Source: an optimization exercise on an open RTL-to-GDS flow (aim: a short achievable clock period and few clock cycles per item). Production flows keep margins and buffers that such runs may drop.
Only simulation tests tie the RTL to the original design; equivalence was not proved.
Power figures rest on the tool's default switching activity, not on a simulated workload.

Setup of run 1:
==> flow/design.v (excerpt) <==
module dcache_ctrl #(
    parameter int LINES = 16,
    parameter int WORDS = 4
) (
    input  logic        clk,
    input  logic        rst,
    input  logic        req_valid,
    input  logic        req_we,
    input  logic [31:0] req_addr,
    input  logic [31:0] req_wdata,
    output logic [31:0] rdata,
    output logic        busy,
    output logic        mem_req,
    output logic        mem_we,
    output logic [31:0] mem_addr,
    output logic [31:0] mem_wdata,
    input  logic        mem_ack,
    input  logic [31:0] mem_rdata
);
    localparam int OB = pipe_pkg::off_bits(WORDS);
    localparam int IB = pipe_pkg::idx_bits(LINES);
    localparam int QD = 4;                     
    localparam int QB = $clog2(QD);
    localparam logic [OB-1:0] LAST = OB'(WORDS - 1);
    logic        ready_r;                      
    logic        busy_o;                       
    logic [31:0] rdata_r;
    logic        wait_fill;                    
    logic        arr_match;
    logic        arr_present;
    logic        arr_fip;
    logic [31:0] arr_data;
    logic        undecided;
    logic        fwd;
    logic        load_dec;
    logic        load_miss;
    logic        store_dec;
    logic        q_space;
    logic        rq_we;
    logic [29:0] rq_addr;
    logic [31:0] rq_wdata;
    logic [LINES*WORDS-1:0] rq_wsel;           
    logic [LINES-1:0]       rq_lsel;           
    logic        st_d;                         
    logic        al_d;                         
    logic        op_d;                         
    logic        mreq;                         
    logic        midle;
    logic        mreq_o;                       
    logic        mwe;
    logic [29:0] maddr;
    logic [31:0] mwdata;
    logic [LINES*WORDS-1:0] mwsel;             
    logic        mwe_o;
    logic [29:0] maddr_o;
    logic [31:0] mwdata_o;
    logic        mreq_n;
    logic        mwe_n;
    logic [29:0] maddr_n;
    logic [31:0] mwdata_n;
    logic        beat;
  ...
clock: 8.0 ns
lec_check: 0
abc_clock_period_in_ps: 2500
cap_margin: 20
core_margin: 2
core_utilization: 45
cts_cluster_diameter: 80
cts_cluster_size: 30
setup_slack_margin: 5
slew_margin: 20
standard.sh (not shown) runs the stock make flow with config.mk's settings and CLKGATE_MAP_FILE= SYNTH_SCRIPT=/design/flow/synth_recipe.tcl, a recipe that flattens the netlist after the stock synthesis.
==> flow/flow/run.sh <==
#!/bin/bash
# Own layout flow: the standard layout (standard.sh, standard synthesis unchanged), except
# that the port buffers placed at every input and output are buf_4 cells instead of the
# default delay-type buffer, so the resizer can size them like any other buffer.
set -euo pipefail
cd "$(dirname "${BASH_SOURCE[0]}")/.."
bash standard.sh "BUFFER_PORTS_ARGS=-buffer_cell sky130_fd_sc_hd__buf_4" finish > standard_flow.log 2>&1
Testbench counts of run 1, summed over its fixed seeds: cycles 53,649, items 12,000.
What run 2 does differently from run 1 at the input level:
- CORE_UTILIZATION: 45 -> 50
- CTS_CLUSTER_SIZE: 30 -> 24
[summary]
Every run in the comparison, run 1 and run 2, completed the flow with a clean layout. When run 2 is measured against run 1, its area growth from synthesis to layout turns out 0.56 points higher. ~same final total power in run 1 and run 2. Against run 1, run 2 reports a overall track demand over capacity in global routing that is higher. Run 2: maximum net fanout on the critical path 22 above run 1. Per-cell routed wire length: run 2 > run 1.
For run 3, these inputs were changed with respect to run 2:
- CORE_UTILIZATION: 50 -> 40
Diff run 3 and run 2: starting density of the core lower in run 3
Run 3 completed end to end with timing, DRC and antenna clean.
Going from run 2 to run 3, post-layout minimum cycle time fell 0.011 ns, setup slack rose 0.011 ns.
Of run 3 and run 2, run 2 shows the higher fraction of layout cells with a size suffix above 1, with run 3 below it.
Between run 3 and run 2, it is run 3 whose share of total power in combinational logic is lower, by 0.4 points.
Cells: run 3 has more instances than run 2

---

Setup of purple:
dcache_ctrl, a different RTL version from the one above (not shown whole).
Size: about 200 I/O pins.
Settings: LEC_CHECK=0, ABC_CLOCK_PERIOD_IN_PS=2500, CAP_MARGIN=20, CORE_MARGIN=2, CORE_UTILIZATION=55, CTS_CLUSTER_DIAMETER=80, CTS_CLUSTER_SIZE=30, SETUP_SLACK_MARGIN=5, SLEW_MARGIN=20; clock period 8.0 ns.
Scripts as last shown in full above: flow/flow/run.sh
Testbench counts of purple, summed over its fixed seeds: cycles 53,649, items 12,000.
Relative to purple, the following input files were edited for green:
Settings: CORE_UTILIZATION now 50, was 55.
[summary]
Switching portion of total power of green is on par with purple.
For sequential share of cell area, green and purple come out practically identical.
green: number of standard-cell rows in the floorplan is 4.8% higher than what purple reported.

==> separate check: timing with driven ports <==
No port has a modelled driver above. Below, the same layouts with a new extraction and two added sets of constraints. Step 1 (the two cells are an assumption about what drives the block):
set clk [get_ports {clk}]
set_driving_cell -lib_cell sky130_fd_sc_hd__clkbuf_16 $clk
set_driving_cell -lib_cell sky130_fd_sc_hd__buf_2 [delete_from_list [all_inputs] $clk]
Step 2 moves the port delays by t, midway between the first and last clock arrival at a register: inputs arrive t later, outputs are due t later. That takes back most of the time a late clock gives input paths. Three values: no drivers, after step 1, after step 2; two values: the first two.
run	t (ns)	setup slack, ns	worst slew at a driven data input, ns	cell pins on the clock port's net
run 1	1.002	4.902 / 4.623 / 3.621	0.51	1
run 2	0.990	4.869 / 4.540 / 3.550	0.49	1
run 3	1.032	4.879 / 4.637 / 3.605	0.43	1
purple	0.949	4.799 / 4.532 / 3.583	0.53	1
green	1.004	4.753 / 4.657 / 3.655	0.40	1
After both steps setup and hold are still met in every run listed. The setup slack of run 2, which loses most, moves by -0.329 ns with the drivers and by -1.319 ns with both steps.
